Background: an optimization exercise with open tools, aiming at small area and a short achievable clock period. Do not read the settings as production practice.
At most, simulation tests tie the RTL to the original design; equivalence was not proved.
No functional check of the RTL was part of run 3.

==> design/flow/design.v <==
`timescale 1ns/10ps
package squeeze_pkg;
	function automatic int wk(input int lane, input int chan);
		wk = ((lane * 7 + chan * 3 + 2) % 13) - 6;
	endfunction
	function automatic int bk(input int lane);
		bk = (((lane * 5 + 1) % 7) - 3) * 64;
	endfunction
	function automatic int term_off(input int lane, input int chan);
		int k, a, sneg, lneg;
		k    = wk(lane, chan);
		a    = (k < 0) ? -k : k;
		sneg = (wk(0, chan) < 0) ? 1 : 0;
		lneg = (k < 0) ? 1 : 0;
		if (k == 0)
			term_off = 0;
		else if (lneg == sneg)
			term_off = -a * sneg;
		else
			term_off = a * sneg - 1;
	endfunction
	function automatic int preload(input int lane);
		int p;
		p = bk(lane);
		for (int c = 0; c < 8; c++) p = p - term_off(lane, c);
		preload = p;
	endfunction
endpackage
`timescale 1ns/10ps
module coef_rom #(
	parameter int LANE = 0
) (
	input  logic          clk,
	input  logic          xval,
	input  logic [2:0]    xchan,
	input  logic [18:0]   m1,
	input  logic [18:0]   m3,
	input  logic [18:0]   m5,
	output logic [18:0]   op
);
	logic [6:1] s_p_q, s_n_q;
	always_comb begin
		s_p_q = '0;
		s_n_q = '0;
		for (int c = 0; c < 8; c++) begin
			if (xval && xchan == c) begin
				for (int a = 1; a <= 6; a++) begin
					if (squeeze_pkg::wk(LANE, c) == a || squeeze_pkg::wk(LANE, c) == -a) begin
						if ((squeeze_pkg::wk(LANE, c) < 0) == (squeeze_pkg::wk(0, c) < 0))
							s_p_q[a] = 1'b1;
						else
							s_n_q[a] = 1'b1;
					end
				end
			end
		end
	end
	logic [18:0] mul [6:1];
	logic [18:0] t;
	assign mul[1] = m1;
	assign mul[2] = m1 << 1;
	assign mul[3] = m3;
	assign mul[4] = m1 << 2;
	assign mul[5] = m5;
	assign mul[6] = m3 << 1;
	always_comb begin
		t = '0;
		for (int a = 1; a <= 6; a++) begin
			t = t | ({19{s_p_q[a]}} & mul[a])
			      | ({19{s_n_q[a]}} & ~mul[a]);
		end
	end
	always_ff @(posedge clk) begin
		op <= t;
	end
endmodule
`timescale 1ns/10ps
module mac_lane #(
	parameter int LANE = 0
) (
	input  logic                   clk,
	input  logic                   first,
	input  logic [21-1:0]   op,
	output logic [21-1:0]   acc
);
	localparam int PRE_I = squeeze_pkg::preload(LANE);
	logic [21-1:0] preload;
	assign preload = PRE_I;
	always_ff @(posedge clk) begin
		acc <= (first ? preload : acc) + op;
	end
endmodule
`timescale 1ns/10ps
module requant (
	input  logic [21-1:0] acc,
	output logic [16-1:0] q
);
	assign q = {1'b0, acc[18:4] & {15{~acc[21-1]}}};
endmodule
`timescale 1ns/10ps
module squeeze_ctrl (
	input  logic       clk,
	input  logic       arst_n,
	input  logic       en,
	input  logic       ram_feedback,
	output logic [2:0] chan,
	output logic       xval,
	output logic [2:0] xchan,
	output logic       first,
	output logic       sample,
	output logic       finish
);
	localparam int NPIX = 3 * 3;
	logic       last2;
	logic [3:0] pix_cnt;
	logic       layer_end;
	logic       fb_seen;
	always_ff @(posedge clk or negedge arst_n) begin
		if (!arst_n) begin
			chan   <= 3'd0;
			xval   <= 1'b0;
			xchan  <= 3'd0;
			first  <= 1'b0;
			last2  <= 1'b0;
			sample <= 1'b0;
		end else begin
			if (en) chan <= chan + 3'd1;
			xval   <= en;
			xchan  <= chan;
			first  <= xval && (xchan == 3'd0);
			last2  <= xval && (xchan == 3'd7);
			sample <= last2;
		end
	end
	always_ff @(posedge clk or negedge arst_n) begin
		if (!arst_n) begin
			pix_cnt   <= '0;
			layer_end <= 1'b0;
		end else if (last2 && !layer_end) begin
			pix_cnt <= pix_cnt + 1'b1;
			if (pix_cnt == NPIX - 1) layer_end <= 1'b1;
		end
	end
	always_ff @(posedge clk or negedge arst_n) begin
		if (!arst_n) begin
			fb_seen <= 1'b0;
		end else if (ram_feedback) begin
			fb_seen <= 1'b1;
		end
	end
	assign finish = layer_end && !fb_seen;
endmodule
`timescale 1ns/10ps
module squeeze_top (
	input  logic                             clk,
	input  logic                             arst_n,
	input  logic                             en,
	input  logic [16-1:0]            ifm,
	input  logic                             ram_feedback,
	output logic [4*16-1:0] ofm,
	output logic                             sample,
	output logic                             finish
);
	logic [2:0]            chan;
	logic                  xval;
	logic [2:0]            xchan;
	logic                  first;
	logic [16-1:0] x;
	logic [18:0]           m1, m3, m5;
	squeeze_ctrl ctrl_i (
		.clk          (clk),
		.arst_n       (arst_n),
		.en           (en),
		.ram_feedback (ram_feedback),
		.chan         (chan),
		.xval         (xval),
		.xchan        (xchan),
		.first        (first),
		.sample       (sample),
		.finish       (finish)
	);
	always_ff @(posedge clk) begin
		x <= ifm ^ {16{~chan[1]}};
	end
	assign m1 = {{3{x[15]}}, x};
	assign m3 = m1 + (m1 << 1);
	assign m5 = m1 + (m1 << 2);
	genvar l;
	generate
		for (l = 0; l < 4; l++) begin : g_lane
			logic [18:0]          op;
			logic [21-1:0] acc;
			coef_rom #(.LANE(l)) sel_i (
				.clk    (clk),
				.xval   (xval),
				.xchan  (xchan),
				.m1     (m1),
				.m3     (m3),
				.m5     (m5),
				.op     (op)
			);
			mac_lane #(.LANE(l)) mac_i (
				.clk   (clk),
				.first (first),
				.op    ({{(21-19){op[18]}}, op}),
				.acc   (acc)
			);
			requant rq_i (
				.acc (acc),
				.q   (ofm[l*16 +: 16])
			);
		end
	endgenerate
endmodule
==> design/flow/flow/run.sh <==
#!/bin/bash
set -euo pipefail
bash standard.sh \
  "BUFFER_PORTS_ARGS=-buffer_cell sky130_fd_sc_hd__buf_2" \
  "MATCH_CELL_FOOTPRINT=0" \
  "CTS_ARGS=-repair_clock_nets -dont_use_dummy_load -buf_list {sky130_fd_sc_hd__clkbuf_16}" \
  finish > make_finish.log 2>&1
==> design/flow/standard.sh <==
#!/bin/bash
# synth_recipe.tcl (not shown) runs the flow's synth.tcl, then flattens the netlist and writes it again
# the make line also repeats each setting of config.mk as NAME=value (left out here)
make -C /OpenROAD-flow-scripts/flow DESIGN_CONFIG=/design/flow/config.mk WORK_HOME=/design/flow/orfs CLKGATE_MAP_FILE= SYNTH_SCRIPT=/design/flow/synth_recipe.tcl "${@:-finish}"
==> design/flow/config.mk <==
export PLATFORM = sky130hd
export DESIGN_NAME = squeeze_top
export DESIGN_NICKNAME = squeeze_top
export VERILOG_FILES = /design/flow/design.v
export SDC_FILE = /design/flow/constraint.sdc
export NUM_CORES = 4
export LEC_CHECK = 0
export ABC_AREA = 1
export CAP_MARGIN = 20
export CORE_MARGIN = 2
export CORE_UTILIZATION = 40
export PLACE_DENSITY = 0.45
export SETUP_SLACK_MARGIN = 4.9
export SLEW_MARGIN = 20
==> design/flow/constraint.sdc <==
create_clock -name core_clock -period 7.5 [get_ports {clk}]
set_input_delay 1.5000 -clock core_clock [delete_from_list [all_inputs] [get_ports {clk}]]
set_output_delay 1.5000 -clock core_clock [all_outputs]
set_load 0.01 [all_outputs]
==> metrics.md, run 1 <==
| Metric | Value |
|---|---|
| Clk slew on worst S/H paths | 70 ps |
| Largest net degree at the start of global routing | 27 |
| Worst Path Max Fanout | 16 |
| CTS Hold Buffers Added | 0 |
| Initial antenna violation count | 2 |
| Vias per cell | 5.29 |
| CP endpoint kind | primary output |
| RD Place Congestion | 0.921 |
| Fmax | 0.376 GHz |
| Worst Clk Skew | 20.3 ps |
| Fin Setup TNS | 0 ps |
| Area growth from synthesis to layout | 10.3% |
| Multi-input logic area | 8550 µm² |
| Post-layout worst setup margin | 4840 ps |
| Number of core rows | 67 |
| Die width | 189 µm |
| Yosys reg bits | 192 |
| Height of the die | 189 µm |
| Total CTS buffers | 17 |
| Initial Util | 0.406 |
| Mapped cell area | 13700 µm² |
| Fin. max-slew vios | 0 |
| Via count | 13324 |
| Register area | 3960 µm² |
| EDFF count, synth | 0 |
| CTS tree | yes |
| First-pass GRT wire length | 73300 µm |
| Crit Path Class | flop to primary output |
| Setup Viol. Count Final | 0 |
| Leading cell types by count after synthesis | nand2_1, inv_1, nor2_1 |
| Top cell type's share of synthesized area | 0.258 |
| Max Buffers Root-to-Sink | 2 |
| Max_slew headroom | 0.357 |
| Unrepaired setup endpoints after global routing | true |
| Nets@finish | 2210 |
| WL met3 | 3100 µm |
| Detailed-route DRC error count | 0 |
| Most frequent cell after synthesis | nand2_1 |
| CP startpoint kind | flop |
| Routed wl met2 | 20000 µm |
| DR pass1 iterations | 5 |
| IO Pins | 86 |
| Max cap viols | 0 |
| FF-to-FF setup slack | 4930 ps |
| Tmin final | 2660 ps |
| Main synth FF type | dfxtp_1 |
| Final Cycle Share | 0.355 |
| PortBufs | 81 |
| Post-DP HPWL | 36600 µm |
| Synthesis warning total | 14 |
| Top Layer Used | met4 |
| M1 wire length | 22100 µm |
| CP required | 6000 ps |
| Total clock sinks | 192 |
| Die Footprint | 35700 µm² |
| Final hold vios | 0 |
| Vias in the first global route | 12825 |
| Seq/Total Area, Yosys | 0.287 |
| DRT iter0 DRCs | 1075 |
| Status | finished clean |
| Fraction of registers with async set/reset | 0.0833 |
| Top cells by area, synth | dfxtp_1, nand2_1, ha_1 |
| Worst-Margin Slew | 964 ps |
| Worst skew pair latency | 450 ps |
| GRT Util Overall | 0.267 |
| Wire length per cell | 18.6 µm |
| Setup WS pre-CTS | 4430 ps |
| Area leader, netlist | dfxtp_1 |
| Worst Hold Class | flop to flop |
| Share of layout cells above drive strength 1 | 0.105 |
| Core Region | 33600 µm² |
| Unique masters post-synth | 56 |
| Grt total ovfl | 0 |
| Mean area per synthesized cell | 6.82 µm² |
| Detailed Route WL | 46700 µm |
| Mapped Cells | 2004 |
| ANT nets after route | 0 |
| H-tree depth | 4 |
| Clock Tree Root | clkbuf_16 |
| CP arrival | 1160 ps |
| Layout fillers | 3578 |
==> per-stage QoR <==
stage                     hold WS [ps]   util  instance area, µm²  std cells
final                              395  0.448               15100       2520
after CTS                          401  0.444               14900       2514
after global placement             367  0.428               14400       2491
after detailed placement           386  0.428               14400       2491
after floorplan                    354      -               13700       2007
after global routing               418  0.448               15100       2518
==> worst paths after layout <==
kind / from / to / cells past startpoint
worst max-delay path: g_lane[2].mac_i.acc[20] / ofm[46] / 2
worst min-delay path: ctrl_i.last2 / ctrl_i.sample / 0
worst max register to register: x[4] / g_lane[2].sel_i.op[16] / 11
worst min register to register: ctrl_i.last2 / ctrl_i.sample / 0
max in group asynchronous: arst_n / ctrl_i.first / 1
min in group asynchronous: arst_n / ctrl_i.pix_cnt[0] / 1
==> cells in the final DEF (no fill, tap or decap), drive strengths merged, types with 65 or more instances in the layout <==
cell,instances
ha,112
nor2,240
a21oi,146
xor2,65
o21ai,77
buf,94
inv,260
nand2,497
dfxtp,176
nand3,130
==> worst max-delay path, stage by stage (launching register included) <==
cell and delay [ps]:
dfxtp_4 410, nor2_2 160, buf_2 150
==> layer usage <==
layer  GRT usage  vias to the layer above
li1            -                     6675
met5           0                        -
met4       0.105                        0
met2       0.405                      509
met3      0.0423                       60
met1       0.377                     6080
==> cell type report <==
class                   instances  share of cell area
clock buffers                  17              0.0282
flip-flops and latches        192               0.263
repair buffers                 95              0.0370
multi-input cells            1502               0.567
diodes                          2            0.000332
well taps                     448              0.0372
inverters                     264              0.0673
==> what timing repair did <==
action                                  4_1_cts  5_1_grt
pin swaps                                     0        3
hold endpoints to repair                      0        0
buffers inserted                              5        4
endpoints found under the setup margin      111      122
cloned                                        1        0
resized for setup                            25       38
==> logic make-up after synthesis <==
logic type	Yosys count	share of synthesized area
AND/OR/NAND/NOR	947	0.300
AO/OA/AOI/OAI	331	0.141
buffers and inverters	313	0.0942
flip-flops	192	0.287
adder cells (fa/ha/maj)	118	0.111
XOR/XNOR	101	0.0653
other	1	0.000274
multiplexers	1	0.000824
==> registers in the layout (all words and copies together), names as in the netlist <==
register,count
g_lane.mac_i.acc,84
g_lane.sel_i.op,76
x,16
ctrl_i.pix_cnt,4
ctrl_i.chan,3
ctrl_i.xchan,3
ctrl_i.fb_seen,1
ctrl_i.first,1
ctrl_i.last2,1
ctrl_i.layer_end,1
ctrl_i.sample,1
ctrl_i.xval,1
==> inputs of run 2 (changes only) <==
==> design/flow/flow/run.sh (replaced) <==
#!/bin/bash
set -euo pipefail
bash standard.sh \
  "BUFFER_PORTS_ARGS=-buffer_cell sky130_fd_sc_hd__buf_2" \
  "MATCH_CELL_FOOTPRINT=0" \
  "CTS_ARGS=-repair_clock_nets -dont_use_dummy_load -root_buf sky130_fd_sc_hd__clkbuf_16 -buf_list {sky130_fd_sc_hd__clkbuf_8}" \
  finish > make_finish.log 2>&1
==> run 2 against run 1 <==
  * Still clean on timing, DRC and antenna
  * Final cell count down 0.12%
  * Synthesized cell count unchanged
  * Synthesized area unchanged
  * Fmax up 1.0%
  * Register-to-register slack better by 30 ps
  * Critical path type unchanged
  * Largest cell class unchanged
==> metrics.md, run 2 <==
| Metric | Value |
|---|---|
| Status | finished clean |
| DR pass1 iterations | 6 |
| Layout fillers | 3604 |
| Fraction of registers with async set/reset | 0.0833 |
| Crit Path Class | flop to primary output |
| Tmin final | 2630 ps |
| CTS tree | yes |
| Worst Hold Depth | 0 |
| Largest reg by FF count | g_lane.mac_i.acc |
| Worst Path Max Fanout | 16 |
| CP endpoint kind | primary output |
| Max Buffers Root-to-Sink | 2 |
| Synth Area in Adders | 0.111 |
| Final core utilization | 0.443 |
| PortBufs | 81 |
| Worst skew pair latency | 420 ps |
| Detailed-route DRC error count | 0 |
| Post-Synth Simple-Gate Area | 0.300 |
| Worst Clk Skew | 33.1 ps |
| Post-DP HPWL | 36600 µm |
| RD Place Congestion | 0.921 |
| Hold wc startpoint | ctrl_i.last2 |
| FF-to-FF Start | ctrl_i.xval |
| Initial Util | 0.406 |
| Fmax | 0.380 GHz |
| H-tree depth | 4 |
| DRT iter0 DRCs | 1080 |
| WHS Endpoint | ctrl_i.sample |
| GRT Util Overall | 0.267 |
| Initial antenna violation count | 0 |
| Vias per cell | 5.29 |
| Mux contribution to synthesized area | 0.000824 |
| Die Footprint | 35700 µm² |
| Detailed Route WL | 46900 µm |
| Max reg flops | 84 |
| Main synth FF type | dfxtp_1 |
| Area leader, netlist | dfxtp_1 |
| Setup WS pre-CTS | 4430 ps |
| CP required | 6000 ps |
| Height of the die | 189 µm |
| Synth Area in XOR/XNOR | 0.0653 |
| Mean area per synthesized cell | 6.82 µm² |
| Mapped cell area | 13700 µm² |
| FF-to-FF setup slack | 4960 ps |
| Top cells by area, synth | dfxtp_1, nand2_1, ha_1 |
| Worst-Margin Slew | 969 ps |
| Final hold vios | 0 |
| Area growth from synthesis to layout | 8.92% |
| Most common cell after layout, fill and taps aside | nand2_1 |
| Unique masters post-synth | 56 |
| Max cap viols | 0 |
| Largest net degree at the start of global routing | 27 |
| ANT nets after route | 0 |
| EDFF count, synth | 0 |
| Die width | 189 µm |
| Main combinational cell family by area after synthesis | simple AND/OR/NAND/NOR gates |
| First-pass GRT wire length | 73400 µm |
| Antenna Cells | 0 |
| Core Region | 33600 µm² |
| Synth Area in Compound Gates | 0.141 |
| Nets@finish | 2209 |
| Wire length per cell | 18.6 µm |
| Top cell type's share of synthesized area | 0.258 |
| Share of layout cells above drive strength 1 | 0.105 |
| Total CTS buffers | 17 |
| Worst R2R Path Depth | 8 |
| Most frequent cell after synthesis | nand2_1 |
| IO Pins | 86 |
| CP arrival | 1130 ps |
| Fin Setup TNS | 0 ps |
| Worst reg2reg endpoint | g_lane[0].sel_i.op[13] |
| Seq/Total Area, Yosys | 0.287 |
| Worst Hold Class | flop to flop |
| Total clock sinks | 192 |
| Grt total ovfl | 0 |
| Most frequent cells in the layout | nand2_1, inv_1, nor2_1, dfxtp_1, a21oi_1 |
| Clock Tree Root | clkbuf_16 |
| Leading cell types by count after synthesis | nand2_1, inv_1, nor2_1 |
| Mapped Cells | 2004 |
| Via count | 13312 |
| Synthesis warning total | 14 |
| Vias in the first global route | 12797 |
| CP startpoint kind | flop |
| Max_slew headroom | 0.354 |
| Yosys reg bits | 192 |
| Clk slew on worst S/H paths | 100 ps |
| Setup Viol. Count Final | 0 |
| Fin. max-slew vios | 0 |
| Post-layout worst setup margin | 4870 ps |
| Top flop regs | g_lane.mac_i.acc: 84 flops, g_lane.sel_i.op: 76 flops, x: 16 flops |
| Final Cycle Share | 0.351 |
| Number of core rows | 67 |
| Unrepaired setup endpoints after global routing | true |
==> run 2: cell counts after synthesis <==
Identical to the previous run, type by type.
==> run 2: cell families (layout without fill, tap and decap cells) <==
kind of cell | Yosys count | after routing
xor gates and xnor gates | 101 | 101
other | 1 | 4
buffers and inverters | 313 | 375
AOI/OAI and AO/OA | 331 | 331
adders and majority gates | 118 | 118
DFF | 192 | 192
muxes | 1 | 1
and+or+nand+nor | 947 | 947
==> run 2: cell type report <==
| class | count | area (µm²) | area share |
|---|---|---|---|
| Clock buffer | 17 | 245 | 0.0165 |
| Inverter | 264 | 1010 | 0.0681 |
| Multi-Input combinational cell | 1502 | 8550 | 0.575 |
| Sequential cell | 192 | 3960 | 0.266 |
| Tap cell | 448 | 561 | 0.0377 |
| Timing Repair Buffer | 94 | 553 | 0.0372 |
==> run 2: through the flow <==
stage	hold slack [ps]	area, µm²	std cells
after floorplan	354	13700	2007
after global routing	426	14900	2517
final	401	14900	2517
after detailed placement	386	14400	2491
after global placement	367	14400	2491
after CTS	408	14800	2513
==> run 2: worst max-delay path, cell delays in order (launching register included) <==
cell,delay [ps]
dfxtp_4,420
nor2_2,160
buf_2,150
==> run 2: what timing repair did <==
action | in CTS | in global routing
hold buffers | 0 | 0
resized for setup | 26 | 39
buffers inserted | 4 | 4
cloned | 1 | 0
setup endpoints to repair | 112 | 120
pin swaps | 0 | 3
==> run 2: how the worst max path moves through the flow <==
stage          slack [ps]                       to                     from  cells after the start
2_1_floorplan        5070  g_lane[3].mac_i.acc[16]             ctrl_i.first                     12
3_3_place_gp         4510  g_lane[2].mac_i.acc[17]             ctrl_i.first                     11
3_5_place_dp         4430  g_lane[2].mac_i.acc[17]             ctrl_i.first                     11
4_1_cts              4840                  ofm[46]  g_lane[2].mac_i.acc[20]                      2
5_1_grt              4810                  ofm[52]  g_lane[3].mac_i.acc[20]                      2
6_report             4870                  ofm[46]  g_lane[2].mac_i.acc[20]                      2
==> run 2: routing by layer <==
layer | part of all wire | GRT usage
met5 | 0 | 0
met3 | 0.059 | 0.0354
met1 | 0.48 | 0.381
met4 | 0.026 | 0.0844
met2 | 0.44 | 0.415
==> inputs of run 3 (changes only) <==
--- a/design/flow/design.v
+++ b/design/flow/design.v
@@ -32,7 +32,7 @@
 ) (
 	input  logic          clk,
 	input  logic          xval,
-	input  logic [2:0]    xchan,
+	input  logic [2:0]    chan,
 	input  logic [18:0]   m1,
 	input  logic [18:0]   m3,
 	input  logic [18:0]   m5,
@@ -43,7 +43,7 @@
 		s_p_q = '0;
 		s_n_q = '0;
 		for (int c = 0; c < 8; c++) begin
-			if (xval && xchan == c) begin
+			if (xval && chan == (c + 1) % 8) begin
 				for (int a = 1; a <= 6; a++) begin
 					if (squeeze_pkg::wk(LANE, c) == a || squeeze_pkg::wk(LANE, c) == -a) begin
 						if ((squeeze_pkg::wk(LANE, c) < 0) == (squeeze_pkg::wk(0, c) < 0))
@@ -105,7 +105,6 @@
 	input  logic       ram_feedback,
 	output logic [2:0] chan,
 	output logic       xval,
-	output logic [2:0] xchan,
 	output logic       first,
 	output logic       sample,
 	output logic       finish
@@ -119,16 +118,14 @@
 		if (!arst_n) begin
 			chan   <= 3'd0;
 			xval   <= 1'b0;
-			xchan  <= 3'd0;
 			first  <= 1'b0;
 			last2  <= 1'b0;
 			sample <= 1'b0;
 		end else begin
 			if (en) chan <= chan + 3'd1;
 			xval   <= en;
-			xchan  <= chan;
-			first  <= xval && (xchan == 3'd0);
-			last2  <= xval && (xchan == 3'd7);
+			first  <= xval && (chan == 3'd1);
+			last2  <= xval && (chan == 3'd0);
 			sample <= last2;
 		end
 	end
@@ -163,7 +160,6 @@
 );
 	logic [2:0]            chan;
 	logic                  xval;
-	logic [2:0]            xchan;
 	logic                  first;
 	logic [16-1:0] x;
 	logic [18:0]           m1, m3, m5;
@@ -174,7 +170,6 @@
 		.ram_feedback (ram_feedback),
 		.chan         (chan),
 		.xval         (xval),
-		.xchan        (xchan),
 		.first        (first),
 		.sample       (sample),
 		.finish       (finish)
@@ -193,7 +188,7 @@
 			coef_rom #(.LANE(l)) sel_i (
 				.clk    (clk),
 				.xval   (xval),
-				.xchan  (xchan),
+				.chan   (chan),
 				.m1     (m1),
 				.m3     (m3),
 				.m5     (m5),
==> run 3 against run 2 <==
  * Global-route usage increased by 0.69 points
  * Die area decreased by 0.53%
  * Worst hold slack got worse by 10 ps
  * Design area increased by 1.0%
  * Critical path type unchanged
  * Largest cell class unchanged
  * Highest routed layer unchanged
==> metrics.md, run 3 <==
| Metric | Value |
|---|---|
| Total clock sinks | 189 |
| Clk slew on worst S/H paths | 90 ps |
| EDFF count, synth | 0 |
| CP startpoint kind | flop |
| Total CTS buffers | 17 |
| ANT nets after route | 0 |
| CTS Hold Buffers Added | 0 |
| Tmin final | 2590 ps |
| Vias per cell | 5.38 |
| DR pass1 iterations | 6 |
| Mapped Cells | 2033 |
| H-tree depth | 4 |
| Die Footprint | 35500 µm² |
| Yosys reg bits | 189 |
| CP Cell Sequence | nor2_1, buf_2 |
| Most frequent cells in the layout | nand2_1, inv_1, nor2_1, dfxtp_1, nand3_1 |
| CTS tree | yes |
| Via count | 13751 |
| Grt total ovfl | 0 |
| Crit-path slowest cell | dfxtp_4 |
| Leading cell types by count after synthesis | nand2_1, inv_1, nor2_1 |
| Fin Setup TNS | 0 ps |
| CP endpoint kind | primary output |
| First-pass GRT wire length | 74600 µm |
| Initial antenna violation count | 0 |
| Unique masters post-synth | 53 |
| Wire length per cell | 19.3 µm |
| Largest net degree at the start of global routing | 39 |
| Final core utilization | 0.448 |
| Mapped cell area | 13600 µm² |
| Antenna Cells | 0 |
| Worst Path Max Fanout | 16 |
| RD Place Congestion | 0.978 |
| Unrepaired setup endpoints after global routing | true |
| Seq/Total Area, Yosys | 0.283 |
| Largest reg by FF count | g_lane.mac_i.acc |
| CP arrival | 1090 ps |
| Number of core rows | 67 |
| IO Pins | 86 |
| Top cell type's share of synthesized area | 0.259 |
| Worst Hold Class | flop to flop |
| Final std cells w/o fill | 2554 |
| Nets@finish | 2251 |
| Placed cells | 2517 |
| Most common cell after layout, fill and taps aside | nand2_1 |
| Layout fillers | 3613 |
| Detailed-route DRC error count | 0 |
| Critical Path Max Stage Delay | 410 ps |
| DRT iter0 DRCs | 1342 |
| FF-to-FF setup slack | 4940 ps |
| Max_slew headroom | 0.455 |
| Worst Clk Skew | 44.1 ps |
| Share of layout cells above drive strength 1 | 0.102 |
| Register area | 3890 µm² |
| Top flop regs | g_lane.mac_i.acc: 84 flops, g_lane.sel_i.op: 76 flops, x: 16 flops |
| Vias in the first global route | 12949 |
| Fraction of registers with async set/reset | 0.0688 |
| Fmax | 0.386 GHz |
| Mean area per synthesized cell | 6.68 µm² |
| Worst-Margin Slew | 817 ps |
| Status | finished clean |
| Height of the die | 188 µm |
| Clock Tree Root | clkbuf_16 |
| PortBufs | 81 |
| Max Buffers Root-to-Sink | 2 |
| Top cells by area, synth | dfxtp_1, nand2_1, ha_1 |
| GRT Util Overall | 0.274 |
| Fin. max-slew vios | 0 |
| Core Region | 33500 µm² |
| CP required | 6000 ps |
| Main synth FF type | dfxtp_1 |
| Setup Viol. Count Final | 0 |
| Detailed Route WL | 49300 µm |
| Most frequent cell after synthesis | nand2_1 |
| Max reg flops | 84 |
| Die width | 188 µm |
| Post-DP HPWL | 37700 µm |
| Area leader, netlist | dfxtp_1 |
| Final hold vios | 0 |
| Final Cycle Share | 0.345 |
| Synthesis warning total | 14 |
| Max cap viols | 0 |
| Worst skew pair latency | 430 ps |
| Crit Path Class | flop to primary output |
| Initial Util | 0.405 |
| Multi-input logic area | 8650 µm² |
| Area growth from synthesis to layout | 10.7% |
run 3: changes by cell type after synthesis, moves of 8 or more:
cell	before	now
xor2_1	64	46
inv_2	15	5
inv_1	243	262
xnor2_1	36	44
o21ai_0	67	89
nand3_1	130	156
run 3: critical path, delay by kind of cell, from the launching register on:
kind	cells	cell delay, ps
flops	1	410
simple gates	1	140
buf+inv	1	140
run 3: kinds of logic (layout without fill, tap and decap cells):
group	after synthesis	after routing	synth area share
buf+inv	320	390	0.0928
xor+xnor	94	94	0.0628
flops	189	189	0.283
other cells	1	4	0.000276
simple gates	965	965	0.300
fa+ha+maj	123	123	0.117
compound gates	341	341	0.145
run 3: metrics by stage:
step                instance area, µm²  hold WS [ps]  setup slack [ps]
finish                           15000           391              4910
global route                     15000           422              4820
CTS                              14700           393              4870
detailed placement               14300           364              4040
global placement                 14300           370              4080
floorplan                        13600           354              5000
run 3: what timing repair did:
action	in CTS	in global routing
pin swaps	0	4
gates cloned	0	2
setup endpoints to repair	164	110
gates resized for setup	42	48
setup buffers	5	12
run 3: final timing paths:
kind | start | to | depth (start not counted)
worst max-delay path | g_lane[2].mac_i.acc[20] | ofm[44] | 2
min in group asynchronous | arst_n | ctrl_i.pix_cnt[2] | 1
max in group asynchronous | arst_n | ctrl_i.chan[1] | 1
worst min-delay path | ctrl_i.last2 | ctrl_i.sample | 0
worst min register to register | ctrl_i.last2 | ctrl_i.sample | 0
worst max register to register | ctrl_i.first | g_lane[2].mac_i.acc[15] | 11
run 3: area by class of cell:
class / count / share of cell area
Sequential cell: 189 / 0.259
Tap cell: 448 / 0.0373
Timing Repair Buffer: 103 / 0.0439
Clock buffer: 17 / 0.0163
Inverter: 270 / 0.0681
Multi-Input combinational cell: 1527 / 0.576
run 3: layer usage:
metal,global-route usage,vias up,part of all wire
met1,0.396,6311,0.49
met5,0,-,0
met2,0.403,510,0.41
li1,-,6830,-
met4,0.116,0,0.039
met3,0.0412,100,0.061
==> inputs of run 4 (changes only) <==
--- a/design/flow/design.v
+++ b/design/flow/design.v
@@ -32,7 +32,7 @@
 ) (
 	input  logic          clk,
 	input  logic          xval,
-	input  logic [2:0]    chan,
+	input  logic [2:0]    xchan,
 	input  logic [18:0]   m1,
 	input  logic [18:0]   m3,
 	input  logic [18:0]   m5,
@@ -43,7 +43,7 @@
 		s_p_q = '0;
 		s_n_q = '0;
 		for (int c = 0; c < 8; c++) begin
-			if (xval && chan == (c + 1) % 8) begin
+			if (xval && xchan == c) begin
 				for (int a = 1; a <= 6; a++) begin
 					if (squeeze_pkg::wk(LANE, c) == a || squeeze_pkg::wk(LANE, c) == -a) begin
 						if ((squeeze_pkg::wk(LANE, c) < 0) == (squeeze_pkg::wk(0, c) < 0))
@@ -105,6 +105,7 @@
 	input  logic       ram_feedback,
 	output logic [2:0] chan,
 	output logic       xval,
+	output logic [2:0] xchan,
 	output logic       first,
 	output logic       sample,
 	output logic       finish
@@ -118,14 +119,16 @@
 		if (!arst_n) begin
 			chan   <= 3'd0;
 			xval   <= 1'b0;
+			xchan  <= 3'd0;
 			first  <= 1'b0;
 			last2  <= 1'b0;
 			sample <= 1'b0;
 		end else begin
 			if (en) chan <= chan + 3'd1;
 			xval   <= en;
-			first  <= xval && (chan == 3'd1);
-			last2  <= xval && (chan == 3'd0);
+			xchan  <= chan;
+			first  <= xval && (xchan == 3'd0);
+			last2  <= xval && (xchan == 3'd7);
 			sample <= last2;
 		end
 	end
@@ -160,6 +163,7 @@
 );
 	logic [2:0]            chan;
 	logic                  xval;
+	logic [2:0]            xchan;
 	logic                  first;
 	logic [16-1:0] x;
 	logic [18:0]           m1, m3, m5;
@@ -170,6 +174,7 @@
 		.ram_feedback (ram_feedback),
 		.chan         (chan),
 		.xval         (xval),
+		.xchan        (xchan),
 		.first        (first),
 		.sample       (sample),
 		.finish       (finish)
@@ -188,7 +193,7 @@
 			coef_rom #(.LANE(l)) sel_i (
 				.clk    (clk),
 				.xval   (xval),
-				.chan   (chan),
+				.xchan  (xchan),
 				.m1     (m1),
 				.m3     (m3),
 				.m5     (m5),
--- a/design/flow/flow/run.sh
+++ b/design/flow/flow/run.sh
@@ -1,4 +1,13 @@
 #!/bin/bash
+# The standard layout (standard.sh: standard synthesis and ORFS flow),
+# with three changes to how the layout is made:
+#  - every input and output port is buffered by a plain buf_2 instead of the
+#    delay buffer the port buffering step picks by default;
+#  - the resizer may change a cell's footprint (e.g. upsize a flip-flop);
+#  - clock tree synthesis builds its tree from a clkbuf_16 root and clkbuf_8
+#    buffers, without sink clustering and without dummy loads.
+# The full output of the run is kept in make_finish.log; ORFS's own per-step
+# logs are under orfs/logs/.
 set -euo pipefail
 bash standard.sh \
   "BUFFER_PORTS_ARGS=-buffer_cell sky130_fd_sc_hd__buf_2" \
--- a/design/flow/config.mk
+++ b/design/flow/config.mk
@@ -10,5 +10,5 @@
 export CORE_MARGIN = 2
 export CORE_UTILIZATION = 40
 export PLACE_DENSITY = 0.45
-export SETUP_SLACK_MARGIN = 4.9
+export SETUP_SLACK_MARGIN = 4.7
 export SLEW_MARGIN = 20
==> run 4 against run 3 <==
  * Global-route usage is 0.91 points lower
  * Final cell count is 1.5% lower
  * Synthesized cell count is 1.4% lower
  * Utilization is 0.91 points lower
  * Clock-buffer cell count stayed put
  * Critical path depth stayed put
  * Die area is 0.54% higher
  * Clock skew is 12 ps lower
  * Non-clock buffer count is 13 lower
  * Via count is 3.3% lower
==> metrics.md, run 4 <==
| Metric | Value |
|---|---|
| Max Buffers Root-to-Sink | 2 |
| Initial antenna violation count | 2 |
| Via count | 13297 |
| CP required | 6000 ps |
| Max cap viols | 0 |
| DR pass1 iterations | 8 |
| Number of core rows | 67 |
| Clk slew on worst S/H paths | 100 ps |
| Top cell type's share of synthesized area | 0.258 |
| EDFF count, synth | 0 |
| Worst skew pair latency | 410 ps |
| Most common cell after layout, fill and taps aside | nand2_1 |
| Fmax | 0.368 GHz |
| Top flop regs | g_lane.mac_i.acc: 84 flops, g_lane.sel_i.op: 76 flops, x: 16 flops |
| Die width | 189 µm |
| Height of the die | 189 µm |
| Fin Setup TNS | 0 ps |
| Crit path to | ofm[46] |
| Area leader, netlist | dfxtp_1 |
| CP arrival | 1220 ps |
| Post-DP HPWL | 36600 µm |
| Crit Path Class | flop to primary output |
| Grt met2 use | 0.395 |
| Setup WS pre-CTS | 4430 ps |
| GRT Util Overall | 0.265 |
| Met1 Use GR | 0.377 |
| Worst reg2reg endpoint | g_lane[3].mac_i.acc[18] |
| RD Place Congestion | 0.921 |
| Total clock sinks | 192 |
| Mapped Cells | 2004 |
| PortBufs | 81 |
| Post-layout worst setup margin | 4780 ps |
| CP endpoint kind | primary output |
| Leading cell types by count after synthesis | nand2_1, inv_1, nor2_1 |
| Mean area per synthesized cell | 6.82 µm² |
| Synthesis warning total | 14 |
| Worst Path Max Fanout | 16 |
| Wire length per cell | 18.6 µm |
| Die Footprint | 35700 µm² |
| Tmin final | 2720 ps |
| Total CTS buffers | 17 |
| Largest reg by FF count | g_lane.mac_i.acc |
| Vias per cell | 5.28 |
| Hold wc startpoint | ctrl_i.last2 |
| Main synth FF type | dfxtp_1 |
| Vias in the first global route | 12779 |
| Nets@finish | 2205 |
| DRT iter0 DRCs | 1138 |
| Area growth from synthesis to layout | 8.09% |
| Most frequent cells in the layout | nand2_1, inv_1, nor2_1, dfxtp_1, a21oi_1 |
| Core Region | 33600 µm² |
| Fraction of registers with async set/reset | 0.0833 |
| CTS Hold Buffers Added | 0 |
| H-tree depth | 4 |
| Clock Tree Root | clkbuf_16 |
| Fin. max-slew vios | 0 |
| Max_slew headroom | 0.351 |
| Detailed Route WL | 46700 µm |
| Seq/Total Area, Yosys | 0.287 |
| Worst R2R Path Depth | 12 |
| IO Pins | 86 |
| ANT nets after route | 0 |
| Share of layout cells above drive strength 1 | 0.0925 |
| Max reg flops | 84 |
| Worst-Margin Slew | 974 ps |
| First-pass GRT wire length | 72800 µm |
| CTS tree | yes |
| GRT Max-Usage Layer | met2 |
| Layout fillers | 3597 |
| Largest net degree at the start of global routing | 53 |
| Mapped cell area | 13700 µm² |
| Top cells by area, synth | dfxtp_1, nand2_1, ha_1 |
| Unrepaired setup endpoints after global routing | true |
| FF-to-FF Start | ctrl_i.first |
| Worst Hold Class | flop to flop |
| Met3 Track Usage GR | 0.0443 |
| Initial Util | 0.406 |
| Setup Viol. Count Final | 0 |
| Unique masters post-synth | 56 |
| CP startpoint kind | flop |
| Final hold vios | 0 |
| FF-to-FF setup slack | 4830 ps |
| Detailed-route DRC error count | 0 |
| CP Launch Point | g_lane[2].mac_i.acc[20] |
| Status | finished clean |
| Worst Clk Skew | 31.6 ps |
| Yosys reg bits | 192 |
| Grt total ovfl | 0 |
| Final Cycle Share | 0.363 |
| Final core utilization | 0.439 |
| Most frequent cell after synthesis | nand2_1 |
## run 4: changes by cell type in the layout (fill, tap and decap cells not counted), moves of 6 or more
cell | previous run | this run
inv_2 | 6 | 15
nor2_1 | 219 | 225
o21ai_0 | 76 | 64
dfxtp_4 | 8 | 1
nand2_1 | 478 | 485
xor2_1 | 42 | 63
dfxtp_2 | 7 | 15
xnor2_1 | 44 | 36
buf_4 | 15 | 6
nand3_1 | 154 | 130
inv_1 | 260 | 242
## run 4: critical path: stages, from the launching register on
cell	delay [ps]
dfxtp_4	410
nor2_1	220
buf_2	180
## run 4: metrics by stage
| stage | cells | hold WS [ps] | instance area [µm²] |
|---|---|---|---|
| final | 2516 | 401 | 14800 |
| after global routing | 2513 | 426 | 14800 |
| after CTS | 2508 | 408 | 14700 |
| after detailed placement | 2491 | 386 | 14400 |
| after global placement | 2491 | 367 | 14400 |
| after floorplan | 2007 | 354 | 13700 |
## run 4: area by class of cell
type | instances | area (µm²) | share of cell area
Antenna cell | 3 | 7.51 | 0.000508
Timing Repair Buffer | 90 | 515 | 0.0349
Sequential cell | 192 | 3950 | 0.267
Inverter | 264 | 1010 | 0.0686
Tap cell | 448 | 561 | 0.0380
Clock buffer | 17 | 245 | 0.0166
Multi-Input combinational cell | 1502 | 8480 | 0.574
## run 4: repair_timing
item	CTS	global route
endpoints found under the setup margin	88	33
setup buffers	0	4
cloned	0	1
gates resized for setup	10	19
## run 4: logic make-up after synthesis
| kind of cell | count (synthesis) | share of synthesized area |
|---|---|---|
| AO/OA/AOI/OAI | 331 | 0.141 |
| multiplexers | 1 | 0.000824 |
| XOR/XNOR | 101 | 0.0653 |
| flip-flops | 192 | 0.287 |
| adder cells (fa/ha/maj) | 118 | 0.111 |
| AND/OR/NAND/NOR | 947 | 0.300 |
| other | 1 | 0.000274 |
| buffers and inverters | 313 | 0.0942 |
## run 4: how the worst min path moves through the flow
stage | slack [ps] | endpoint | depth (start not counted)
after detailed placement | 390 | ctrl_i.sample | 0
final | 400 | ctrl_i.sample | 0
after floorplan | 350 | ctrl_i.sample | 0
after global placement | 370 | ctrl_i.sample | 0
after CTS | 410 | ctrl_i.sample | 0
after global routing | 430 | ctrl_i.sample | 0
## run 4: layer usage
| layer | share of wire | wire length [µm] |
|---|---|---|
| met1 | 0.48 | 22200 |
| met2 | 0.42 | 19800 |
| met3 | 0.068 | 3180 |
| met4 | 0.033 | 1560 |
| met5 | 0 | 0 |
==> inputs of run 5 (changes only) <==
--- a/design/flow/config.mk
+++ b/design/flow/config.mk
@@ -10,5 +10,5 @@
 export CORE_MARGIN = 2
 export CORE_UTILIZATION = 40
 export PLACE_DENSITY = 0.45
-export SETUP_SLACK_MARGIN = 4.7
+export SETUP_SLACK_MARGIN = 4.8
 export SLEW_MARGIN = 20
==> run 5 against run 4 <==
  * Design area rose by 0.91%
  * Critical path depth up 6
  * Critical path type is now flop to flop
  * Fmax down 1.2%
  * Synthesized cell count is the same
  * Highest routed layer unchanged
  * Setup slack worse by 33 ps
  * Still clean on timing, DRC and antenna
  * Clock skew barely moved
==> metrics.md, run 5 <==
| Metric | Value |
|---|---|
| Most frequent cells in the layout | nand2_1, inv_1, nor2_1, dfxtp_1, a21oi_1 |
| EDFF count, synth | 0 |
| DR pass1 iterations | 5 |
| Max Buffers Root-to-Sink | 2 |
| Leading cell types by count after synthesis | nand2_1, inv_1, nor2_1 |
| First-pass GRT wire length | 72900 µm |
| Yosys reg bits | 192 |
| Setup Viol. Count Final | 0 |
| Worst Hold Class | flop to flop |
| Seq/Total Area, Yosys | 0.287 |
| Wire length per cell | 18.7 µm |
| Area leader, netlist | dfxtp_1 |
| Max_slew headroom | 0.351 |
| RD Place Congestion | 0.921 |
| CP required | 7750 ps |
| Most frequent cell after synthesis | nand2_1 |
| Post-DP Area | 14400 µm² |
| Fin. max-slew vios | 0 |
| Die width | 189 µm |
| Max cap viols | 0 |
| Die Footprint | 35700 µm² |
| Clock Tree Root | clkbuf_16 |
| ANT nets after route | 0 |
| CP startpoint kind | flop |
| Vias in the first global route | 12800 |
| Number of core rows | 67 |
| Synthesis warning total | 14 |
| Total clock sinks | 192 |
| Detailed Route WL | 47200 µm |
| Grt total ovfl | 0 |
| Worst-Margin Slew | 973 ps |
| CP endpoint kind | flop |
| Worst Path Max Fanout | 8 |
| Main synth FF type | dfxtp_1 |
| Layout fillers | 3608 |
| Share of layout cells above drive strength 1 | 0.0999 |
| Unrepaired setup endpoints after global routing | true |
| Post-layout instance area | 14900 µm² |
| Largest reg by FF count | g_lane.mac_i.acc |
| Placed cells | 2491 |
| Vias per cell | 5.30 |
| Final hold vios | 0 |
| H-tree depth | 4 |
| Mean area per synthesized cell | 6.82 µm² |
| Mapped Cells | 2004 |
| Top flop regs | g_lane.mac_i.acc: 84 flops, g_lane.sel_i.op: 76 flops, x: 16 flops |
| Via count | 13367 |
| Final std cells w/o fill | 2521 |
| Area growth from synthesis to layout | 9.06% |
| DRT iter0 DRCs | 1141 |
| Fraction of registers with async set/reset | 0.0833 |
| Tmin final | 2750 ps |
| CTS tree | yes |
| Final hold slack | 401 ps |
| Initial antenna violation count | 2 |
| IO Pins | 86 |
| Largest net degree at the start of global routing | 53 |
| Fin Setup TNS | 0 ps |
| Most common cell after layout, fill and taps aside | nand2_1 |
| Max reg flops | 84 |
| Top cells by area, synth | dfxtp_1, nand2_1, ha_1 |
| Post-DP HPWL | 36600 µm |
| Total CTS buffers | 17 |
| Top cell type's share of synthesized area | 0.258 |
| CP arrival | 3010 ps |
| Worst skew pair latency | 420 ps |
| Clk slew on worst S/H paths | 100 ps |
| Unique masters post-synth | 56 |
| Initial Util | 0.406 |
| Worst Clk Skew | 31.8 ps |
| Crit Path Class | flop to flop |
| Core Region | 33600 µm² |
| Fmax | 0.363 GHz |
| Mapped cell area | 13700 µm² |
| PortBufs | 81 |
| Nets@finish | 2212 |
| Final Cycle Share | 0.367 |
| Detailed-route DRC error count | 0 |
| GRT Util Overall | 0.265 |
| Status | finished clean |
| Height of the die | 189 µm |
-- run 5: cell types whose count changed in the layout (fill, tap and decap cells not counted), sizes merged --
| cell | change |
|---|---|
| buf | +5 |
| clkbuf | +2 |
| diode | -2 |
-- run 5: final timing paths --
kind                                   start                     end  slack [ps]  cells after the start
worst max-delay path                   x[11]  g_lane[2].sel_i.op[16]        4750                      8
worst min-delay path            ctrl_i.last2           ctrl_i.sample         400                      0
worst max register to register         x[11]  g_lane[2].sel_i.op[16]        4750                      8
worst min register to register  ctrl_i.last2           ctrl_i.sample         400                      0
max in group asynchronous             arst_n         ctrl_i.xchan[0]        6080                      1
min in group asynchronous             arst_n       ctrl_i.pix_cnt[0]        1040                      1
-- run 5: kinds of logic (layout without fill, tap and decap cells) --
family,after synthesis,count (layout),share of synthesized area
AOI/OAI and AO/OA,331,331,0.141
xor gates and xnor gates,101,101,0.0653
adders and majority gates,118,118,0.111
buffers and inverters,313,378,0.0942
DFF,192,192,0.287
muxes,1,1,0.000824
other,1,5,0.000274
and+or+nand+nor,947,947,0.300
-- run 5: what timing repair did --
action,in CTS,in global routing
buffers inserted,0,9
gates cloned,0,3
gates resized for setup,21,29
pin swaps,0,2
endpoints found under the setup margin,97,55
hold buffers,0,0
-- run 5: area by class of cell --
type	count	area, µm²	share of cell area
Antenna cell	1	2.50	0.000168
Clock buffer	17	245	0.0165
Inverter	264	1010	0.0680
Multi-Input combinational cell	1502	8520	0.572
Sequential cell	192	3950	0.265
Tap cell	448	561	0.0376
Timing Repair Buffer	97	607	0.0407
-- run 5: worst max-delay path: stages, from the launching register on --
cell      delay (ps)
dfxtp_1          610
ha_1             400
nand2_1           90
nand2_1           80
o21bai_1         160
a21oi_1          410
nand2_1          260
a21oi_1          440
nand3_1          160
-- run 5: per-layer routing --
layer	up-vias	track usage	share of wire
li1	6687	-	-
met1	6140	0.377	0.48
met2	467	0.396	0.42
met3	73	0.0443	0.064
met4	0	0.106	0.036
met5	-	0	0
-- run 5: stage by stage --
step                      setup WS [ps]  utilization
after CTS                          4800        0.437
final                              4750        0.443
after floorplan                    5070            -
after global routing               4640        0.443
after detailed placement           4430        0.428
after global placement             4510        0.428
==> inputs of run 6 (changes only) <==
--- a/design/flow/config.mk
+++ b/design/flow/config.mk
@@ -9,6 +9,6 @@
 export CAP_MARGIN = 20
 export CORE_MARGIN = 2
 export CORE_UTILIZATION = 40
-export PLACE_DENSITY = 0.45
-export SETUP_SLACK_MARGIN = 4.8
+export PLACE_DENSITY = 0.5
+export SETUP_SLACK_MARGIN = 4.9
 export SLEW_MARGIN = 20
==> run 6 against run 5 <==
  * Design area increased by 1.2%
  * Wire length decreased by 1.3%
  * Synthesized area unchanged
  * Die area unchanged
  * Final cell count increased by 0.12%
  * Setup slack improved by 130 ps
  * Highest routed layer is now met5
==> metrics.md, run 6 <==
| Metric | Value |
|---|---|
| Via count | 13524 |
| Most common cell after layout, fill and taps aside | nand2_1 |
| Mapped Cells | 2004 |
| Synthesis warning total | 14 |
| Worst skew pair latency | 420 ps |
| Seq/Total Area, Yosys | 0.287 |
| Most frequent cells in the layout | nand2_1, inv_1, nor2_1, dfxtp_1, a21oi_1 |
| Main synth FF type | dfxtp_1 |
| Die Footprint | 35700 µm² |
| Initial Util | 0.406 |
| Post-Synth Simple-Gate Area | 0.300 |
| Fraction of registers with async set/reset | 0.0833 |
| Vias per cell | 5.36 |
| Leading cell types by count after synthesis | nand2_1, inv_1, nor2_1 |
| Max_slew headroom | 0.296 |
| Final hold vios | 0 |
| IO Pins | 86 |
| Mux contribution to synthesized area | 0.000824 |
| Routed wl met2 | 19900 µm |
| Height of the die | 189 µm |
| CTS tree | yes |
| Yosys reg bits | 192 |
| Clock Tree Root | clkbuf_16 |
| Initial antenna violation count | 1 |
| Number of core rows | 67 |
| Worst Hold Depth | 0 |
| Synth Area in Compound Gates | 0.141 |
| Core Region | 33600 µm² |
| Die width | 189 µm |
| Wire length per cell | 18.5 µm |
| Vias in the first global route | 12453 |
| Final Cycle Share | 0.349 |
| Largest reg by FF count | g_lane.mac_i.acc |
| Worst Hold Class | flop to flop |
| Top cell type's share of synthesized area | 0.258 |
| Antenna Cells | 0 |
| Post-DP HPWL | 35500 µm |
| Unique masters post-synth | 56 |
| Share of layout cells above drive strength 1 | 0.119 |
| Detailed Route WL | 46600 µm |
| Crit Path Class | flop to flop |
| Synth Area in XOR/XNOR | 0.0653 |
| Area leader, netlist | dfxtp_1 |
| Max Buffers Root-to-Sink | 2 |
| CP startpoint kind | flop |
| CP required | 7800 ps |
| Synth Area in Adders | 0.111 |
| ANT nets after route | 0 |
| Unrepaired setup endpoints after global routing | true |
| DR pass1 iterations | 6 |
| RD Place Congestion | 1.01 |
| GRT Util Overall | 0.258 |
| Largest net degree at the start of global routing | 30 |
| CTS Hold Buffers Added | 0 |
| Main combinational cell family by area after synthesis | simple AND/OR/NAND/NOR gates |
| Fin. max-slew vios | 0 |
| Top flop regs | g_lane.mac_i.acc: 84 flops, g_lane.sel_i.op: 76 flops, x: 16 flops |
| Mean area per synthesized cell | 6.82 µm² |
| EDFF count, synth | 0 |
| Post-layout instance area | 15100 µm² |
| M1 wire length | 21900 µm |
| Fmax | 0.382 GHz |
| Total clock sinks | 192 |
| Top Layer Used | met5 |
| Clk slew on worst S/H paths | 90 ps |
| Max cap viols | 0 |
| First-pass GRT wire length | 70600 µm |
| Worst R2R Path Depth | 9 |
| WL met3 | 3580 µm |
| Worst Path Max Fanout | 7 |
| PortBufs | 81 |
| Worst-Margin Slew | 1060 ps |
| Nets@finish | 2216 |
| Max reg flops | 84 |
| Area growth from synthesis to layout | 10.4% |
| Tmin final | 2620 ps |
| CP endpoint kind | flop |
| H-tree depth | 4 |
| Post-DP Area | 14400 µm² |
| Grt total ovfl | 0 |
| Status | finished clean |
| Mapped cell area | 13700 µm² |
| DRT iter0 DRCs | 1297 |
| Total CTS buffers | 17 |
| Top cells by area, synth | dfxtp_1, nand2_1, ha_1 |
| CP arrival | 2920 ps |
| Setup Viol. Count Final | 0 |
| Fin Setup TNS | 0 ps |
| Worst Clk Skew | 37.4 ps |
| Detailed-route DRC error count | 0 |
| Most frequent cell after synthesis | nand2_1 |
==> run 6: layout make-up <==
type	count	area, µm²
clock buffer	17	245
fill	3623	18500
inverter	264	1010
multi-input combinational	1503	8670
sequential	192	3970
tap	448	561
timing repair buffer	100	621
==> run 6: path summary, 6_finish.rpt <==
kind,start,end,slack [ps]
setup reg to reg,x[0],g_lane[1].sel_i.op[9],4880
hold reg to reg,ctrl_i.last2,ctrl_i.sample,400
hold / removal,ctrl_i.last2,ctrl_i.sample,400
setup / recovery,x[0],g_lane[1].sel_i.op[9],4880
min in group asynchronous,arst_n,ctrl_i.sample,1010
max in group asynchronous,arst_n,ctrl_i.first,6170
==> run 6: critical path, stage by stage (launching register included) <==
cell and delay [ps]:
dfxtp_2 400, ha_1 270, fa_1 460, nand3_1 110
nand3_1 190, nand2_1 130, nand2_2 90, xnor2_1 500
nand2_1 100, nand4_1 260
==> run 6: repair_timing <==
| item | 4_1_cts | 5_1_grt |
|---|---|---|
| resized for setup | 43 | 53 |
| gates cloned | 2 | 1 |
| setup buffers | 3 | 11 |
| setup endpoints to repair | 132 | 132 |
| pin swaps | 0 | 5 |
==> run 6: stage by stage <==
| stage | setup WS (ps) | hold WS [ps] | util | instances |
|---|---|---|---|---|
| 3_5_place_dp | 4270 | 369 | 0.428 | 2490 |
| 5_1_grt | 4800 | 417 | 0.449 | 2524 |
| 6_report | 4880 | 396 | 0.449 | 2524 |
| 2_1_floorplan | 5070 | 354 | - | 2007 |
| 4_1_cts | 4830 | 409 | 0.440 | 2512 |
| 3_3_place_gp | 4310 | 376 | 0.428 | 2490 |
==> run 6: per-layer routing <==
layer,vias to the layer above,global-route usage
met5,-,0
met1,6182,0.360
met2,553,0.397
met3,98,0.0523
li1,6689,-
met4,2,0.0802
==> run 6: cells by family after synthesis <==
logic type	count (synthesis)
XOR/XNOR	101
buffers and inverters	313
multiplexers	1
other	1
flip-flops	192
AND/OR/NAND/NOR	947
AO/OA/AOI/OAI	331
adder cells (fa/ha/maj)	118
==> inputs of run 7 (changes only) <==
--- a/design/flow/config.mk
+++ b/design/flow/config.mk
@@ -9,6 +9,7 @@
 export CAP_MARGIN = 20
 export CORE_MARGIN = 2
 export CORE_UTILIZATION = 40
-export PLACE_DENSITY = 0.5
+export PLACE_DENSITY = 0.45
 export SETUP_SLACK_MARGIN = 4.9
 export SLEW_MARGIN = 20
+export TNS_END_PERCENT = 50
==> run 7 against run 6 <==
  * Synthesized cell count unchanged
  * Setup slack worse by 11 ps
  * Clock-buffer cell count unchanged
  * Synthesized area unchanged
  * Non-clock buffer count down 6
  * Wire length up 0.42%
  * Critical path type is now flop to primary output
==> metrics.md, run 7 <==
| Metric | Value |
|---|---|
| Status | finished clean |
| Antenna Cells | 0 |
| Post-layout worst setup margin | 4870 ps |
| Area leader, netlist | dfxtp_1 |
| Setup WS pre-CTS | 4430 ps |
| Post-Synth Simple-Gate Area | 0.300 |
| DR pass1 iterations | 7 |
| Die Footprint | 35700 µm² |
| Post-DP Area | 14400 µm² |
| Leading cell types by count after synthesis | nand2_1, inv_1, nor2_1 |
| ANT nets after route | 0 |
| Max Buffers Root-to-Sink | 2 |
| CP Cell Sequence | nor2_2, buf_2 |
| Post-DP HPWL | 36600 µm |
| H-tree depth | 4 |
| Worst-Margin Slew | 968 ps |
| Critical Path Max Stage Delay | 420 ps |
| Main combinational cell family by area after synthesis | simple AND/OR/NAND/NOR gates |
| Most common cell after layout, fill and taps aside | nand2_1 |
| Fin Setup TNS | 0 ps |
| RD Place Congestion | 0.921 |
| FF-to-FF Start | x[1] |
| Synthesis warning total | 14 |
| Final Cycle Share | 0.351 |
| Area growth from synthesis to layout | 8.79% |
| Post-layout instance area | 14900 µm² |
| EDFF count, synth | 0 |
| Hold wc startpoint | ctrl_i.last2 |
| Initial antenna violation count | 0 |
| Core Region | 33600 µm² |
| Worst skew pair latency | 410 ps |
| CTS tree | yes |
| Top cells by area, synth | dfxtp_1, nand2_1, ha_1 |
| Top flop regs | g_lane.mac_i.acc: 84 flops, g_lane.sel_i.op: 76 flops, x: 16 flops |
| Synth Area in Adders | 0.111 |
| Unrepaired setup endpoints after global routing | true |
| CP endpoint kind | primary output |
| Clock Tree Root | clkbuf_16 |
| Wire length per cell | 18.6 µm |
| Mux contribution to synthesized area | 0.000824 |
| Fmax | 0.380 GHz |
| Crit-path slowest cell | dfxtp_4 |
| Worst Hold Class | flop to flop |
| Fraction of registers with async set/reset | 0.0833 |
| Setup Viol. Count Final | 0 |
| Synth Area in Compound Gates | 0.141 |
| Most frequent cell after synthesis | nand2_1 |
| Share of layout cells above drive strength 1 | 0.103 |
| First-pass GRT wire length | 73300 µm |
| Vias per cell | 5.29 |
| DRT iter0 DRCs | 1072 |
| Crit Path Class | flop to primary output |
| Most frequent cells in the layout | nand2_1, inv_1, nor2_1, dfxtp_1, a21oi_1 |
| Mean area per synthesized cell | 6.82 µm² |
| Layout fillers | 3607 |
| Max reg flops | 84 |
| Largest reg by FF count | g_lane.mac_i.acc |
| Final hold vios | 0 |
| Worst Path Max Fanout | 16 |
| Yosys reg bits | 192 |
| CP Launch Point | g_lane[2].mac_i.acc[20] |
| PortBufs | 81 |
| GRT Util Overall | 0.267 |
| CP required | 6000 ps |
| CP startpoint kind | flop |
| CP arrival | 1130 ps |
| IO Pins | 86 |
| Die width | 189 µm |
| Largest net degree at the start of global routing | 27 |
| Total CTS buffers | 17 |
| Vias in the first global route | 12797 |
| Height of the die | 189 µm |
| Seq/Total Area, Yosys | 0.287 |
| Mapped Cells | 2004 |
| Synth Area in XOR/XNOR | 0.0653 |
| Clk slew on worst S/H paths | 100 ps |
| Max cap viols | 0 |
| Mapped cell area | 13700 µm² |
| Via count | 13319 |
| Initial Util | 0.406 |
| Detailed Route WL | 46800 µm |
| Number of core rows | 67 |
| Tmin final | 2630 ps |
| Unique masters post-synth | 56 |
| Grt total ovfl | 0 |
| Worst Clk Skew | 30.7 ps |
| Main synth FF type | dfxtp_1 |
| Max_slew headroom | 0.355 |
| Fin. max-slew vios | 0 |
| CTS Hold Buffers Added | 0 |
| Nets@finish | 2209 |
| Detailed-route DRC error count | 0 |
| Top cell type's share of synthesized area | 0.258 |
| Total clock sinks | 192 |
run 7: cell counts after synthesis:
Identical to the previous run, type by type.
run 7: final timing paths:
kind	endpoint	slack [ps]	cells past startpoint
max in group asynchronous	ctrl_i.xchan[0]	6100	1
worst max-delay path	ofm[46]	4870	2
worst max register to register	g_lane[2].sel_i.op[5]	4940	7
worst min register to register	ctrl_i.sample	400	0
worst min-delay path	ctrl_i.sample	400	0
min in group asynchronous	ctrl_i.pix_cnt[0]	1030	1
run 7: cells by family after synthesis:
| group | count (synthesis) |
|---|---|
| XOR/XNOR | 101 |
| buffers and inverters | 313 |
| AO/OA/AOI/OAI | 331 |
| flip-flops | 192 |
| AND/OR/NAND/NOR | 947 |
| adder cells (fa/ha/maj) | 118 |
| multiplexers | 1 |
| other | 1 |
run 7: through the flow:
step                instances  utilization  hold WS (ps)
finish                   2517        0.442           401
global route             2517        0.442           426
CTS                      2513        0.439           408
detailed placement       2491        0.428           386
global placement         2491        0.428           367
floorplan                2007            -           354
run 7: cell type report:
| type | instances | area [µm²] | area share |
|---|---|---|---|
| multi-input cells | 1502 | 8530 | 0.574 |
| inverters | 264 | 1010 | 0.0682 |
| flip-flops and latches | 192 | 3960 | 0.266 |
| clock buffers | 17 | 245 | 0.0165 |
| well taps | 448 | 561 | 0.0377 |
| repair buffers | 94 | 553 | 0.0372 |
run 7: what timing repair did:
action | in CTS | in global routing
cloned | 1 | 0
endpoints found under the setup margin | 112 | 125
gates resized for setup | 21 | 40
setup buffers | 4 | 4
pin swaps | 0 | 3
run 7: worst max-delay path, delay by kind of cell (launching register included):
| kind | cells | cell delay (ps) |
|---|---|---|
| flops | 1 | 420 |
| simple gates | 1 | 160 |
| buf+inv | 1 | 150 |
run 7: routing by layer:
| layer | global-route usage | vias up | share of wire |
|---|---|---|---|
| met5 | 0 | - | 0 |
| met3 | 0.0354 | 51 | 0.058 |
| met1 | 0.381 | 6153 | 0.48 |
| met4 | 0.0844 | 0 | 0.029 |
| met2 | 0.415 | 442 | 0.43 |
| li1 | - | 6673 | - |
==> inputs of run 8 (changes only) <==
--- a/design/flow/config.mk
+++ b/design/flow/config.mk
@@ -12,4 +12,3 @@
 export PLACE_DENSITY = 0.45
 export SETUP_SLACK_MARGIN = 4.9
 export SLEW_MARGIN = 20
-export TNS_END_PERCENT = 50
==> run 8 against run 7 <==
  * Worst hold slack about the same
  * Fmax about the same
  * Clock-buffer cell count did not move
  * Clock skew rose by 2.4 ps
  * Synthesized cell count unchanged
  * Flip-flop and latch count unchanged
  * Final cell count did not move
  * Sequential share of layout area is essentially flat
  * Register-to-register slack gained 20 ps
  * Global-route usage about the same
  * Critical path type unchanged
  * Largest cell class unchanged
==> metrics.md, run 8 <==
| Metric | Value |
|---|---|
| Detailed-route DRC error count | 0 |
| Area growth from synthesis to layout | 8.92% |
| Antenna Cells | 0 |
| Most frequent cell after synthesis | nand2_1 |
| ANT nets after route | 0 |
| Post-layout instance area | 14900 µm² |
| Final std cells w/o fill | 2517 |
| Detailed Route WL | 46900 µm |
| CP endpoint kind | primary output |
| Status | finished clean |
| PortBufs | 81 |
| Placed cells | 2491 |
| Crit path depth | 2 |
| Mux contribution to synthesized area | 0.000824 |
| Top flop regs | g_lane.mac_i.acc: 84 flops, g_lane.sel_i.op: 76 flops, x: 16 flops |
| Clk slew on worst S/H paths | 100 ps |
| Leading cell types by count after synthesis | nand2_1, inv_1, nor2_1 |
| Nets@finish | 2209 |
| Mapped Cells | 2004 |
| Max cap viols | 0 |
| Die width | 189 µm |
| Post-DP Area | 14400 µm² |
| Seq/Total Area, Yosys | 0.287 |
| DR pass1 iterations | 6 |
| Most common cell after layout, fill and taps aside | nand2_1 |
| GRT Util Overall | 0.267 |
| Worst R2R Path Depth | 8 |
| Synth Area in XOR/XNOR | 0.0653 |
| Fmax | 0.380 GHz |
| Crit-path slowest cell | dfxtp_4 |
| Max Buffers Root-to-Sink | 2 |
| DRT iter0 DRCs | 1080 |
| Synth Area in Adders | 0.111 |
| Fin. max-slew vios | 0 |
| Total clock sinks | 192 |
| Final Cycle Share | 0.351 |
| Top cell type's share of synthesized area | 0.258 |
| Fin Setup TNS | 0 ps |
| CP Cell Sequence | nor2_2, buf_2 |
| Crit path to | ofm[46] |
| Worst-Margin Slew | 969 ps |
| Initial antenna violation count | 0 |
| Mean area per synthesized cell | 6.82 µm² |
| CTS Hold Buffers Added | 0 |
| Height of the die | 189 µm |
| Post-DP HPWL | 36600 µm |
| Clock Tree Root | clkbuf_16 |
| Vias in the first global route | 12797 |
| IO Pins | 86 |
| Crit Path Class | flop to primary output |
| FF-to-FF setup slack | 4960 ps |
| H-tree depth | 4 |
| Final core utilization | 0.443 |
| Core Region | 33600 µm² |
| Via count | 13312 |
| Final hold vios | 0 |
| EDFF count, synth | 0 |
| Fraction of registers with async set/reset | 0.0833 |
| CP required | 6000 ps |
| Worst skew pair latency | 420 ps |
| Largest reg by FF count | g_lane.mac_i.acc |
| CP Launch Point | g_lane[2].mac_i.acc[20] |
| Final hold slack | 401 ps |
| First-pass GRT wire length | 73400 µm |
| Worst Path Max Fanout | 16 |
| RD Place Congestion | 0.921 |
| CP arrival | 1130 ps |
| Setup Viol. Count Final | 0 |
| Grt total ovfl | 0 |
| Vias per cell | 5.29 |
| Synthesis warning total | 14 |
| Critical path's top delay family | flip-flops |
| Worst reg2reg endpoint | g_lane[0].sel_i.op[13] |
| CP startpoint kind | flop |
| Initial Util | 0.406 |
| Max_slew headroom | 0.354 |
| Setup WS pre-CTS | 4430 ps |
| Number of core rows | 67 |
| Max reg flops | 84 |
| Main synth FF type | dfxtp_1 |
| Tmin final | 2630 ps |
| CP Buf/Inv Count | 1 |
| Die Footprint | 35700 µm² |
| Unique masters post-synth | 56 |
| Synth Area in Compound Gates | 0.141 |
| Unrepaired setup endpoints after global routing | true |
| Largest net degree at the start of global routing | 27 |
| CTS tree | yes |
| Area leader, netlist | dfxtp_1 |
| Main combinational cell family by area after synthesis | simple AND/OR/NAND/NOR gates |
| Mapped cell area | 13700 µm² |
| Yosys reg bits | 192 |
| Worst Hold Class | flop to flop |
| Most frequent cells in the layout | nand2_1, inv_1, nor2_1, dfxtp_1, a21oi_1 |
| Post-Synth Simple-Gate Area | 0.300 |
| Post-layout worst setup margin | 4870 ps |
| Top cells by area, synth | dfxtp_1, nand2_1, ha_1 |
| Share of layout cells above drive strength 1 | 0.105 |
| Total CTS buffers | 17 |
| Wire length per cell | 18.6 µm |
| Worst Clk Skew | 33.1 ps |
| Critical Path Max Stage Delay | 420 ps |
| FF-to-FF Start | ctrl_i.xval |
## run 8: worst min-delay path by stage
stage,startpoint,endpoint,cells past startpoint
6_report,ctrl_i.last2,ctrl_i.sample,0
5_1_grt,ctrl_i.last2,ctrl_i.sample,0
4_1_cts,ctrl_i.last2,ctrl_i.sample,0
3_5_place_dp,ctrl_i.last2,ctrl_i.sample,0
3_3_place_gp,ctrl_i.last2,ctrl_i.sample,0
2_1_floorplan,ctrl_i.last2,ctrl_i.sample,0
## run 8: cell type report
type / count / area [µm²]
Fill cell: 3604 / 18700
Timing Repair Buffer: 94 / 553
Tap cell: 448 / 561
Clock buffer: 17 / 245
Multi-Input combinational cell: 1502 / 8550
Sequential cell: 192 / 3960
Inverter: 264 / 1010
## run 8: logic make-up after synthesis
group,count (synthesis)
other cells,1
buf+inv,313
mux,1
flops,192
compound gates,331
xor+xnor,101
simple gates,947
fa+ha+maj,118
## run 8: what timing repair did
| action | in CTS | in global routing |
|---|---|---|
| pin swaps | 0 | 3 |
| gates cloned | 1 | 0 |
| setup buffers | 4 | 4 |
| setup endpoints to repair | 112 | 120 |
| resized for setup | 26 | 39 |
## run 8: layer usage
layer / up-vias / part of all wire / global-route usage
met5: - / 0 / 0
li1: 6671 / - / -
met2: 435 / 0.44 / 0.415
met3: 56 / 0.059 / 0.0354
met4: 0 / 0.026 / 0.0844
met1: 6150 / 0.48 / 0.381

re-timing with driven ports:
How much do the figures lean on ideal ports? The routed layouts below were timed once more, with nothing changed but the port constraints. Step 1 sets driving cells, clkbuf_16 on the clock port and buf_2 on the other inputs (assumed; they add their load-dependent delay and slew). Step 2 moves the port delays by t, midway between the first and last clock arrival at a register: inputs arrive t later, outputs are due t later. That takes back most of the time a late clock gives input paths. Slacks: no drivers / after step 1 / after step 2; pairs: no drivers / after step 1.
| run | t (ns) | setup slack, ns | worst data-port slew with drivers (ns) | pins driven straight from the clock port |
|---|---|---|---|---|
| run 1 | 0.497 | 4.840 / 4.784 / 4.929 | 0.03 | 1 |
| run 2 | 0.460 | 4.867 / 4.810 / 4.957 | 0.03 | 1 |
| run 3 | 0.458 | 4.911 / 4.858 / 4.943 | 0.04 | 1 |
| run 4 | 0.455 | 4.780 / 4.724 / 4.830 | 0.03 | 1 |
| run 5 | 0.456 | 4.747 / 4.747 / 4.747 | 0.03 | 1 |
| run 6 | 0.459 | 4.879 / 4.846 / 4.879 | 0.03 | 1 |
| run 7 | 0.456 | 4.868 / 4.811 / 4.944 | 0.03 | 1 |
| run 8 | 0.460 | 4.867 / 4.810 / 4.957 | 0.03 | 1 |
After both steps every run listed still meets setup and hold.
